This design comes from an exercise in tuning for small area, a short achievable clock period and few clock cycles on the open sky130 flow, not from production work. At most, simulation tests tie the RTL to the original design; equivalence was not proved. Power and IR drop assume default switching activity.

Design text_char_scanner_core, start of the top module:
module text_char_scanner_core #(
    parameter int LINE_BITS   = 20,    
    parameter int COLUMN_BITS = 16,
    parameter int TAB_STOP    = 4
) (
    input  logic                       i_clk,
    input  logic                       i_rst_n,
    input  logic                       i_valid,
    input  logic [tcs_pkg::BYTE_W-1:0] i_byte,
    output logic                       o_ready,
    output logic                       o_valid,
    input  logic                       i_ready,
    output logic [1:0]                 o_kind,
    output logic [tcs_pkg::BYTE_W-1:0] o_char,
    output logic [tcs_pkg::LINE_W-1:0] o_line,
    output logic [tcs_pkg::COL_W-1:0]  o_col,
    output logic [2:0]                 o_code,
    output logic                       o_last
);
    localparam int K_NUL   = 0;    
    localparam int K_TAB   = 1;    
    localparam int K_LF    = 2;    
    localparam int K_CR    = 3;    
    localparam int K_STAR  = 4;    
    localparam int K_SLASH = 5;    
    localparam int K_LEAD  = 6;    
    localparam int K_C80   = 7;    
    localparam int K_CTL   = 8;    
    localparam int K_INC   = 9;    
    localparam int K_UERR  = 10;   
    localparam int NK      = 11;
    logic          r_iv;
    logic [7:0]    r_ib;
    logic [NK-1:0] r_k;
    logic          r_sv;
    logic [7:0]    r_sb;
    logic        r_outv;      
    logic        r_olast;     
    logic        r_kerr;      
    logic        r_end;       
    logic [7:0]  r_ch;
    logic [19:0] r_line;
    logic [15:0] r_col;
    logic [2:0]  r_code;
    logic        r_mv_rst;    
    logic        r_mv_nl;     
    logic        r_mv_inc;    
    logic        r_mv_tab;    
    logic        r_cmt, r_star, r_slash, r_cr, r_lead, r_lead80, r_failed;
    logic        r_e2sat;     
    function automatic logic [19:0] f_inc20(input logic [19:0] v);
        for (int i = 0; i < 20; i++)
            f_inc20[i] = v[i] ^ ((i == 0) ? 1'b1 : &(v | ~((20'd1 << i) - 20'd1)));
    endfunction
    function automatic logic [13:0] f_inc14(input logic [13:0] v, input logic ci);
        for (int i = 0; i < 14; i++)
            f_inc14[i] = v[i] ^ (ci & ((i == 0) ? 1'b1 : &(v | ~((14'd1 << i) - 14'd1))));
    endfunction
    function automatic logic [15:0] f_dec16(input logic [15:0] v);
        for (int i = 0; i < 16; i++)
            f_dec16[i] = v[i] ^ ((i == 0) ? 1'b1 : ~|(v & ((16'd1 << i) - 16'd1)));
  ...
Size: ~460 cells after synthesis, ~92 flip-flops, about 64 I/O pins, ~4800 um2 of cells after synthesis.
==> flow/config.mk <==
export PLATFORM = sky130hd
export DESIGN_NAME = text_char_scanner_core
export DESIGN_NICKNAME = text_char_scanner_core
export VERILOG_FILES = /design/flow/design.v
export SDC_FILE = /design/flow/constraint.sdc
export NUM_CORES = 4
export LEC_CHECK = 0
export CAP_MARGIN = 20
export CORE_MARGIN = 2
export CORE_UTILIZATION = 40
export CTS_BUF_LIST = sky130_fd_sc_hd__clkbuf_4 sky130_fd_sc_hd__clkbuf_8
export SETUP_SLACK_MARGIN = 1.5
export SLEW_MARGIN = 20
==> flow/constraint.sdc <==
create_clock -name core_clock -period 4.0 [get_ports {i_clk}]
set_input_delay 0.8000 -clock core_clock [delete_from_list [all_inputs] [get_ports {i_clk}]]
set_output_delay 0.8000 -clock core_clock [all_outputs]
set_load 0.01 [all_outputs]
standard.sh (not shown) runs the stock make flow with config.mk's settings and CLKGATE_MAP_FILE= SYNTH_SCRIPT=/design/flow/synth_recipe.tcl, a recipe that flattens the netlist after the stock synthesis.
==> flow/flow/run.sh <==
#!/bin/bash
# Standard layout, with plain buf_1 cells as the port buffers.
set -euo pipefail
bash standard.sh BUFFER_PORTS_ARGS="-buffer_cell sky130_fd_sc_hd__buf_1" finish > make_finish.log 2>&1
Testbench counts at the start, summed over its fixed seeds: cycles 33,905.
Next try:
--- a/flow/design.v
+++ b/flow/design.v
@@ -83,15 +83,33 @@
     localparam int K_LEAD  = 6;    
     localparam int K_C80   = 7;    
     localparam int K_CTL   = 8;    
     localparam int K_INC   = 9;    
     localparam int K_UERR  = 10;   
     localparam int NK      = 11;
+    function automatic logic [NK-1:0] f_class(input logic [7:0] v);
+        f_class          = '0;
+        f_class[K_NUL]   = (v == 8'h00);
+        f_class[K_TAB]   = (v == 8'h09);
+        f_class[K_LF]    = (v == 8'h0A);
+        f_class[K_CR]    = (v == 8'h0D);
+        f_class[K_STAR]  = (v == 8'h2A);
+        f_class[K_SLASH] = (v == 8'h2F);
+        f_class[K_LEAD]  = (v == 8'hE2);
+        f_class[K_C80]   = (v == 8'h80);
+        f_class[K_CTL]   = ((v[7:5] == 3'b000) && v != 8'h00 && v != 8'h09
+                            && v != 8'h0A && v != 8'h0D) || (v == 8'h7F);
+        f_class[K_INC]   = (v[7] ? v[6] : (v[6] | v[5])) && (v != 8'h7F);
+        case (v)
+            8'h93, 8'h94, 8'h98, 8'h99, 8'h9C, 8'h9D: f_class[K_UERR] = 1'b1;
+            default:                                  f_class[K_UERR] = 1'b0;
+        endcase
+    endfunction
     logic          r_iv;
     logic [7:0]    r_ib;
-    logic [NK-1:0] r_k;
+    logic [NK-1:0] r_k;       
     logic          r_sv;
     logic [7:0]    r_sb;
     logic        r_outv;      
     logic        r_olast;     
     logic        r_kerr;      
     logic        r_end;       
@@ -102,12 +120,13 @@
     logic        r_mv_rst;    
     logic        r_mv_nl;     
     logic        r_mv_inc;    
     logic        r_mv_tab;    
     logic        r_cmt, r_star, r_slash, r_cr, r_lead, r_lead80, r_failed;
     logic        r_e2sat;     
+    assign r_k = f_class(r_ib);
     function automatic logic [19:0] f_inc20(input logic [19:0] v);
         for (int i = 0; i < 20; i++)
             f_inc20[i] = v[i] ^ ((i == 0) ? 1'b1 : &(v | ~((20'd1 << i) - 20'd1)));
     endfunction
     function automatic logic [13:0] f_inc14(input logic [13:0] v, input logic ci);
         for (int i = 0; i < 14; i++)
@@ -223,35 +242,17 @@
             n_star   = 1'b0;
             n_failed = 1'b0;
         end
     end
     logic          iv_n, slash_n, ov_n, rel_n;
     logic [7:0]    in_b, ib_n;
-    logic [NK-1:0] in_k, k_n;
+    logic [NK-1:0] k_n;
     assign in_b = r_sv ? r_sb : i_byte;
-    always_comb begin
-        in_k          = '0;
-        in_k[K_NUL]   = (in_b == 8'h00);
-        in_k[K_TAB]   = (in_b == 8'h09);
-        in_k[K_LF]    = (in_b == 8'h0A);
-        in_k[K_CR]    = (in_b == 8'h0D);
-        in_k[K_STAR]  = (in_b == 8'h2A);
-        in_k[K_SLASH] = (in_b == 8'h2F);
-        in_k[K_LEAD]  = (in_b == 8'hE2);
-        in_k[K_C80]   = (in_b == 8'h80);
-        in_k[K_CTL]   = ((in_b[7:5] == 3'b000) && !in_k[K_NUL] && !in_k[K_TAB]
-                         && !in_k[K_LF] && !in_k[K_CR]) || (in_b == 8'h7F);
-        in_k[K_INC]   = (in_b[7] ? in_b[6] : (in_b[6] | in_b[5])) && (in_b != 8'h7F);
-        case (in_b)
-            8'h93, 8'h94, 8'h98, 8'h99, 8'h9C, 8'h9D: in_k[K_UERR] = 1'b1;
-            default:                                  in_k[K_UERR] = 1'b0;
-        endcase
-    end
     assign iv_n    = main_free ? (r_sv || i_valid) : r_iv;
     assign ib_n    = main_free ? in_b : r_ib;
-    assign k_n     = main_free ? in_k : r_k;
+    assign k_n     = f_class(ib_n);
     assign slash_n = consume ? n_slash : r_slash;
     assign ov_n    = consume ? n_ov : (r_outv && !i_ready);
     assign rel_n   = iv_n && slash_n && !k_n[K_STAR];
     always_ff @(posedge i_clk) begin
         if (!i_rst_n) begin
             r_iv     <= 1'b0;
@@ -286,13 +287,12 @@
                 r_failed <= n_failed;
             end
         end
     end
     always_ff @(posedge i_clk) begin
         r_ib    <= ib_n;
-        r_k     <= k_n;
         if (!r_sv)
             r_sb <= i_byte;
         r_olast <= !rel_n || k_n[K_SLASH] || k_n[K_CR];
         if (consume) begin
             r_ch    <= n_err ? 8'h00 : r_ib;
             r_line  <= cur_line;
Result:
- first-iteration DRC count is lower by 4.3%
- worst setup slack got worse by 0.092 ns
- via count shrinks by about 4.4%
- die area goes down by about 8%
- register-to-register slack gets worse by 0.09 ns
- design area fell by about 5.7%
- final cell count drops by 3.6%
- area after synthesis goes down by about 8%
- power goes down by about 4.5%
- count of clock-buffer cells in the layout does not change
No functional check of the RTL was part of the second run of this note.


job 693:
The RTL this note starts from:
==> flow/design.v <==
package tcs_pkg;
    localparam int BYTE_W      = 8;
    localparam int LINE_W      = 20;
    localparam int COL_W       = 16;
    localparam int QUEUE_DEPTH = 4;
    localparam int QP_W        = 2;
    localparam int QC_W        = 3;
    localparam int RES_W       = 2 + BYTE_W + LINE_W + COL_W + 3 + 1;
    localparam int PAIR_W      = 2 * RES_W + 1;
    localparam logic [BYTE_W-1:0] C_NUL    = 8'h00;
    localparam logic [BYTE_W-1:0] C_TAB    = 8'h09;
    localparam logic [BYTE_W-1:0] C_LF     = 8'h0A;
    localparam logic [BYTE_W-1:0] C_CR     = 8'h0D;
    localparam logic [BYTE_W-1:0] C_SPACE  = 8'h20;
    localparam logic [BYTE_W-1:0] C_STAR   = 8'h2A;
    localparam logic [BYTE_W-1:0] C_SLASH  = 8'h2F;
    localparam logic [BYTE_W-1:0] C_DEL    = 8'h7F;
    localparam logic [BYTE_W-1:0] C_LEAD   = 8'hE2;
    localparam logic [BYTE_W-1:0] C_CONT80 = 8'h80;
    localparam logic [BYTE_W-1:0] C_EN     = 8'h93;
    localparam logic [BYTE_W-1:0] C_EM     = 8'h94;
    localparam logic [BYTE_W-1:0] C_APOS   = 8'h99;
    localparam logic [BYTE_W-1:0] C_LSQ    = 8'h98;
    localparam logic [BYTE_W-1:0] C_LDQ    = 8'h9C;
    localparam logic [BYTE_W-1:0] C_RDQ    = 8'h9D;
    typedef enum logic [1:0] {
        KIND_CHAR = 2'd0,
        KIND_END  = 2'd1,
        KIND_ERR  = 2'd2
    } t_kind;
    typedef enum logic [2:0] {
        ERR_NONE      = 3'd0,
        ERR_EN_DASH   = 3'd1,
        ERR_EM_DASH   = 3'd2,
        ERR_APOS      = 3'd3,
        ERR_QUOTE     = 3'd4,
        ERR_CONTROL   = 3'd5,
        ERR_OPEN_CMNT = 3'd6
    } t_err;
    typedef struct packed {
        t_kind             kind;
        logic [BYTE_W-1:0] char_out;
        logic [LINE_W-1:0] line_no;
        logic [COL_W-1:0]  column_no;
        t_err              error_code;
        logic              last;
    } t_result;
    typedef struct packed {
        logic    two;
        t_result first;
        t_result second;
    } t_pair;
    typedef struct packed {
        logic empty;
        logic full;
    } t_q_status;
endpackage
module text_char_scanner_core #(
    parameter int LINE_BITS   = 20,    
    parameter int COLUMN_BITS = 16,
    parameter int TAB_STOP    = 4
) (
    input  logic                       i_clk,
    input  logic                       i_rst_n,
    input  logic                       i_valid,
    input  logic [tcs_pkg::BYTE_W-1:0] i_byte,
    output logic                       o_ready,
    output logic                       o_valid,
    input  logic                       i_ready,
    output logic [1:0]                 o_kind,
    output logic [tcs_pkg::BYTE_W-1:0] o_char,
    output logic [tcs_pkg::LINE_W-1:0] o_line,
    output logic [tcs_pkg::COL_W-1:0]  o_col,
    output logic [2:0]                 o_code,
    output logic                       o_last
);
    localparam int K_NUL   = 0;    
    localparam int K_TAB   = 1;    
    localparam int K_LF    = 2;    
    localparam int K_CR    = 3;    
    localparam int K_STAR  = 4;    
    localparam int K_SLASH = 5;    
    localparam int K_LEAD  = 6;    
    localparam int K_C80   = 7;    
    localparam int K_CTL   = 8;    
    localparam int K_INC   = 9;    
    localparam int K_UERR  = 10;   
    localparam int NK      = 11;
    function automatic logic [NK-1:0] f_class(input logic [7:0] v);
        f_class          = '0;
        f_class[K_NUL]   = (v == 8'h00);
        f_class[K_TAB]   = (v == 8'h09);
        f_class[K_LF]    = (v == 8'h0A);
        f_class[K_CR]    = (v == 8'h0D);
        f_class[K_STAR]  = (v == 8'h2A);
        f_class[K_SLASH] = (v == 8'h2F);
        f_class[K_LEAD]  = (v == 8'hE2);
        f_class[K_C80]   = (v == 8'h80);
        f_class[K_CTL]   = ((v[7:5] == 3'b000) && v != 8'h00 && v != 8'h09
                            && v != 8'h0A && v != 8'h0D) || (v == 8'h7F);
        f_class[K_INC]   = (v[7] ? v[6] : (v[6] | v[5])) && (v != 8'h7F);
        case (v)
            8'h93, 8'h94, 8'h98, 8'h99, 8'h9C, 8'h9D: f_class[K_UERR] = 1'b1;
            default:                                  f_class[K_UERR] = 1'b0;
        endcase
    endfunction
    logic          r_sv;
    logic [7:0]    r_sb;
    logic          in_v;
    logic [7:0]    r_ib;
    logic [NK-1:0] r_k;
    logic        r_outv;      
    logic        r_olast;     
    logic        r_kerr;      
    logic        r_end;       
    logic [7:0]  r_ch;
    logic [19:0] r_line;
    logic [15:0] r_col;
    logic [2:0]  r_code;
    logic        r_mv_rst;    
    logic        r_mv_nl;     
    logic        r_mv_inc;    
    logic        r_mv_tab;    
    logic        r_cmt, r_star, r_slash, r_cr, r_lead, r_lead80, r_failed;
    logic        r_e2sat;     
    assign in_v = r_sv || i_valid;
    assign r_ib = r_sv ? r_sb : i_byte;
    assign r_k  = f_class(r_ib);
    function automatic logic [19:0] f_inc20(input logic [19:0] v);
        for (int i = 0; i < 20; i++)
            f_inc20[i] = v[i] ^ ((i == 0) ? 1'b1 : &(v | ~((20'd1 << i) - 20'd1)));
    endfunction
    function automatic logic [13:0] f_inc14(input logic [13:0] v, input logic ci);
        for (int i = 0; i < 14; i++)
            f_inc14[i] = v[i] ^ (ci & ((i == 0) ? 1'b1 : &(v | ~((14'd1 << i) - 14'd1))));
    endfunction
    function automatic logic [15:0] f_dec16(input logic [15:0] v);
        for (int i = 0; i < 16; i++)
            f_dec16[i] = v[i] ^ ((i == 0) ? 1'b1 : ~|(v & ((16'd1 << i) - 16'd1)));
    endfunction
    logic        line_max, hi_max, cin, col_sat;
    logic [13:0] hi_sum;
    logic [19:0] cur_line;
    logic [15:0] cur_col, lead_col;
    assign line_max = &r_line;
    assign hi_max   = &r_col[15:2];
    assign cin      = r_mv_inc ? (&r_col[1:0]) : (|r_col[1:0]);
    assign hi_sum   = f_inc14(r_col[15:2], cin);
    assign col_sat  = hi_max & cin;
    always_comb begin
        if (r_mv_rst)
            cur_line = 20'd1;
        else if (r_mv_nl && !line_max)
            cur_line = f_inc20(r_line);
        else
            cur_line = r_line;
        if (r_mv_rst || r_mv_nl)
            cur_col = 16'd1;
        else if (r_mv_inc || r_mv_tab)
            cur_col = col_sat ? 16'hFFFF
                              : {hi_sum, (r_mv_inc ? r_col[1:0] + 2'd1 : 2'd1)};
        else
            cur_col = r_col;
    end
    assign lead_col = r_e2sat ? r_col : f_dec16(r_col);
    logic go, rel, consume, do_rel;
    assign go      = in_v && (!r_outv || i_ready);
    assign rel     = r_slash && !r_k[K_STAR];
    assign consume = go && !rel;
    assign do_rel  = go && rel;
    assign o_ready = !r_sv;
    logic [2:0] ucode;
    logic       n_ov, n_end, n_err, n_uerr;
    logic [2:0] n_code;
    logic       n_cmt, n_star, n_slash, n_cr, n_lead, n_lead80, n_failed;
    always_comb begin
        case (r_ib)
            8'h93:                ucode = 3'd1;
            8'h94:                ucode = 3'd2;
            8'h99:                ucode = 3'd3;
            default:              ucode = 3'd4;
        endcase
    end
    always_comb begin
        n_ov     = 1'b0;
        n_end    = 1'b0;
        n_err    = 1'b0;
        n_uerr   = r_lead80 && r_k[K_UERR];
        n_code   = 3'd0;
        n_cmt    = r_cmt;
        n_star   = r_star;
        n_slash  = 1'b0;
        n_cr     = 1'b0;
        n_lead   = 1'b0;
        n_lead80 = 1'b0;
        n_failed = r_failed;
        if (r_failed) begin
        end else if (r_cr) begin
            if (r_k[K_LF]) begin
                n_star = 1'b0;
                n_ov   = !r_cmt;
            end else begin
                n_ov     = 1'b1;
                n_err    = 1'b1;
                n_code   = 3'd5;
                n_failed = 1'b1;
            end
        end else if (r_k[K_NUL]) begin
            n_ov   = 1'b1;
            n_end  = !r_cmt;
            n_err  = r_cmt;
            n_code = r_cmt ? 3'd6 : 3'd0;
        end else if (r_k[K_CR]) begin
            n_cr = 1'b1;
        end else if (n_uerr) begin
            n_ov     = 1'b1;
            n_err    = 1'b1;
            n_code   = ucode;
            n_failed = 1'b1;
        end else if (r_k[K_CTL]) begin
            n_ov     = 1'b1;
            n_err    = 1'b1;
            n_code   = 3'd5;
            n_failed = 1'b1;
        end else begin
            n_lead   = r_k[K_LEAD];
            n_lead80 = r_lead && r_k[K_C80];
            if (r_cmt) begin
                if (r_star && r_k[K_SLASH]) begin
                    n_cmt  = 1'b0;
                    n_star = 1'b0;
                end else begin
                    n_star = r_k[K_STAR];
                end
            end else if (r_slash && r_k[K_STAR]) begin
                n_cmt  = 1'b1;
                n_star = 1'b0;
            end else if (r_k[K_SLASH]) begin
                n_slash = 1'b1;
            end else begin
                n_ov = 1'b1;
            end
        end
        if (r_k[K_NUL]) begin
            n_cmt    = 1'b0;
            n_star   = 1'b0;
            n_failed = 1'b0;
        end
    end
    always_ff @(posedge i_clk) begin
        if (!i_rst_n) begin
            r_sv     <= 1'b0;
            r_outv   <= 1'b0;
            r_mv_rst <= 1'b1;
            r_mv_nl  <= 1'b0;
            r_mv_inc <= 1'b0;
            r_mv_tab <= 1'b0;
            r_cmt    <= 1'b0;
            r_star   <= 1'b0;
            r_slash  <= 1'b0;
            r_cr     <= 1'b0;
            r_lead   <= 1'b0;
            r_lead80 <= 1'b0;
            r_failed <= 1'b0;
        end else begin
            r_sv <= in_v && !consume;
            if (do_rel) begin
                r_outv  <= 1'b1;
                r_slash <= 1'b0;
            end else if (consume) begin
                r_outv   <= n_ov;
                r_slash  <= n_slash;
                r_mv_rst <= r_k[K_NUL];
                r_mv_nl  <= r_k[K_LF];
                r_mv_inc <= r_k[K_INC];
                r_mv_tab <= r_k[K_TAB];
                r_cmt    <= n_cmt;
                r_star   <= n_star;
                r_cr     <= n_cr;
                r_lead   <= n_lead;
                r_lead80 <= n_lead80;
                r_failed <= n_failed;
            end else if (i_ready) begin
                r_outv <= 1'b0;
            end
        end
    end
    always_ff @(posedge i_clk) begin
        if (!r_sv)
            r_sb <= i_byte;
        if (do_rel)
            r_olast <= r_k[K_SLASH] || r_k[K_CR];
        else if (consume)
            r_olast <= 1'b1;
        if (consume) begin
            r_ch    <= n_err ? 8'h00 : r_ib;
            r_line  <= cur_line;
            r_col   <= n_uerr ? lead_col : cur_col;
            r_end   <= n_end;
            r_kerr  <= n_err;
            r_code  <= n_code;
            r_e2sat <= &r_col;
        end
    end
    assign o_valid = r_outv;
    assign o_kind  = {r_kerr, r_end};
    assign o_char  = r_ch;
    assign o_line  = r_line;
    assign o_col   = r_col;
    assign o_code  = r_code;
    assign o_last  = r_olast;
endmodule
export LEC_CHECK = 0
export CAP_MARGIN = 20
export CORE_MARGIN = 2
export CORE_UTILIZATION = 40
export CTS_BUF_LIST = sky130_fd_sc_hd__clkbuf_4 sky130_fd_sc_hd__clkbuf_8
export SETUP_SLACK_MARGIN = 1.7
export SLEW_MARGIN = 20
create_clock -name core_clock -period 4.0 [get_ports {i_clk}]
Scripts as last shown in full above: flow/flow/run.sh
### job 693 -> job 4444
-- flow/design.v --
<<< job 693, line 105
        endcase
    endfunction
    logic          r_sv;
    logic [7:0]    r_sb;
    logic          in_v;
    logic [7:0]    r_ib;
    logic [NK-1:0] r_k;
    logic        r_outv;      
    logic        r_olast;     
>>> job 4444, line 105
        endcase
    endfunction
    logic          r_iv;
    logic [7:0]    r_ib;
    logic [NK-1:0] r_k;       
    logic          r_sv;
    logic [7:0]    r_sb;
    logic        r_outv;      
    logic        r_olast;     
<<< job 693, line 124
    logic        r_cmt, r_star, r_slash, r_cr, r_lead, r_lead80, r_failed;
    logic        r_e2sat;     
    assign in_v = r_sv || i_valid;
    assign r_ib = r_sv ? r_sb : i_byte;
    assign r_k  = f_class(r_ib);
    function automatic logic [19:0] f_inc20(input logic [19:0] v);
        for (int i = 0; i < 20; i++)
>>> job 4444, line 124
    logic        r_cmt, r_star, r_slash, r_cr, r_lead, r_lead80, r_failed;
    logic        r_e2sat;     
    assign r_k = f_class(r_ib);
    function automatic logic [19:0] f_inc20(input logic [19:0] v);
        for (int i = 0; i < 20; i++)
<<< job 693, line 164
    end
    assign lead_col = r_e2sat ? r_col : f_dec16(r_col);
    logic go, rel, consume, do_rel;
    assign go      = in_v && (!r_outv || i_ready);
    assign rel     = r_slash && !r_k[K_STAR];
    assign consume = go && !rel;
    assign do_rel  = go && rel;
    assign o_ready = !r_sv;
    logic [2:0] ucode;
    logic       n_ov, n_end, n_err, n_uerr;
>>> job 4444, line 162
    end
    assign lead_col = r_e2sat ? r_col : f_dec16(r_col);
    logic consume, main_free;
    assign consume   = r_iv && (!r_outv || i_ready);
    assign main_free = !r_iv || consume;
    assign o_ready   = !r_sv;
    logic [2:0] ucode;
    logic       n_ov, n_end, n_err, n_uerr;
<<< job 693, line 248
        end
    end
    always_ff @(posedge i_clk) begin
        if (!i_rst_n) begin
            r_sv     <= 1'b0;
            r_outv   <= 1'b0;
>>> job 4444, line 244
        end
    end
    logic          iv_n, slash_n, ov_n, rel_n;
    logic [7:0]    in_b, ib_n;
    logic [NK-1:0] k_n;
    assign in_b = r_sv ? r_sb : i_byte;
    assign iv_n    = main_free ? (r_sv || i_valid) : r_iv;
    assign ib_n    = main_free ? in_b : r_ib;
    assign k_n     = f_class(ib_n);
    assign slash_n = consume ? n_slash : r_slash;
    assign ov_n    = consume ? n_ov : (r_outv && !i_ready);
    assign rel_n   = iv_n && slash_n && !k_n[K_STAR];
    always_ff @(posedge i_clk) begin
        if (!i_rst_n) begin
            r_iv     <= 1'b0;
            r_sv     <= 1'b0;
            r_outv   <= 1'b0;
<<< job 693, line 264
            r_failed <= 1'b0;
        end else begin
            r_sv <= in_v && !consume;
            if (do_rel) begin
                r_outv  <= 1'b1;
                r_slash <= 1'b0;
            end else if (consume) begin
                r_outv   <= n_ov;
                r_slash  <= n_slash;
                r_mv_rst <= r_k[K_NUL];
                r_mv_nl  <= r_k[K_LF];
>>> job 4444, line 271
            r_failed <= 1'b0;
        end else begin
            r_iv   <= iv_n;
            r_sv   <= !main_free && (r_sv || i_valid);
            r_outv <= ov_n || rel_n;
            r_slash <= slash_n;
            if (consume) begin
                r_mv_rst <= r_k[K_NUL];
                r_mv_nl  <= r_k[K_LF];
<<< job 693, line 281
                r_lead80 <= n_lead80;
                r_failed <= n_failed;
            end else if (i_ready) begin
                r_outv <= 1'b0;
            end
        end
    end
    always_ff @(posedge i_clk) begin
        if (!r_sv)
            r_sb <= i_byte;
        if (do_rel)
            r_olast <= r_k[K_SLASH] || r_k[K_CR];
        else if (consume)
            r_olast <= 1'b1;
        if (consume) begin
            r_ch    <= n_err ? 8'h00 : r_ib;
>>> job 4444, line 286
                r_lead80 <= n_lead80;
                r_failed <= n_failed;
            end
        end
    end
    always_ff @(posedge i_clk) begin
        r_ib    <= ib_n;
        if (!r_sv)
            r_sb <= i_byte;
        r_olast <= !rel_n || k_n[K_SLASH] || k_n[K_CR];
        if (consume) begin
            r_ch    <= n_err ? 8'h00 : r_ib;
==> notes.md <==
Higher die extent in y among job 693 and job 4444: job 4444. Looking at job 693 and job 4444, the hold slack is a wash. Between job 4444 and job 693, it is job 4444 whose synthesized net count is lower, by 27. Lower post-synthesis share of cell area spent on and, or, nand and nor gates goes to job 4444 over job 693. Every run (job 693 and job 4444) finished clean. Looking at number of unique standard cell types used by synthesis, job 4444 sits 1.5% lower than job 693 does. Relative to job 693, the relative slew slack of job 4444 is higher by 19 points. Relative to job 693, switching fraction of total power has decreased by 5.5 points in job 4444.
Function was not checked in any run of this note: the RTL went through the layout flow alone.

==> re-timing with driven ports <==
How much do the figures lean on ideal ports? The routed layouts below were timed once more, with nothing changed but the port constraints. Step 1: set_driving_cell puts a clkbuf_16 on i_clk and a buf_2 on each other input, an assumption about the parent block. Step 2 moves the port delays by t, midway between the first and last clock arrival at a register: inputs arrive t later, outputs are due t later. That takes back most of the time a late clock gives input paths. a / b / c = no drivers / after step 1 / after step 2; a / b = the first two.
run | t (ns) | setup slack, ns | worst slew at a driven data input, ns
the first run of note 1 | 0.378 | 1.677 / 1.677 / 1.352 | 0.03
the second run of note 1 | 0.391 | 1.586 / 1.586 / 1.305 | 0.03
job 693 | 0.401 | 1.521 / 1.521 / 1.197 | 0.04
job 4444 | 0.388 | 1.713 / 1.713 / 1.442 | 0.03
After both steps setup and hold are still met in every run listed. For the first run of note 1, which loses most, drivers alone change the setup slack by 0.000 ns; drivers and shift together by -0.325 ns.
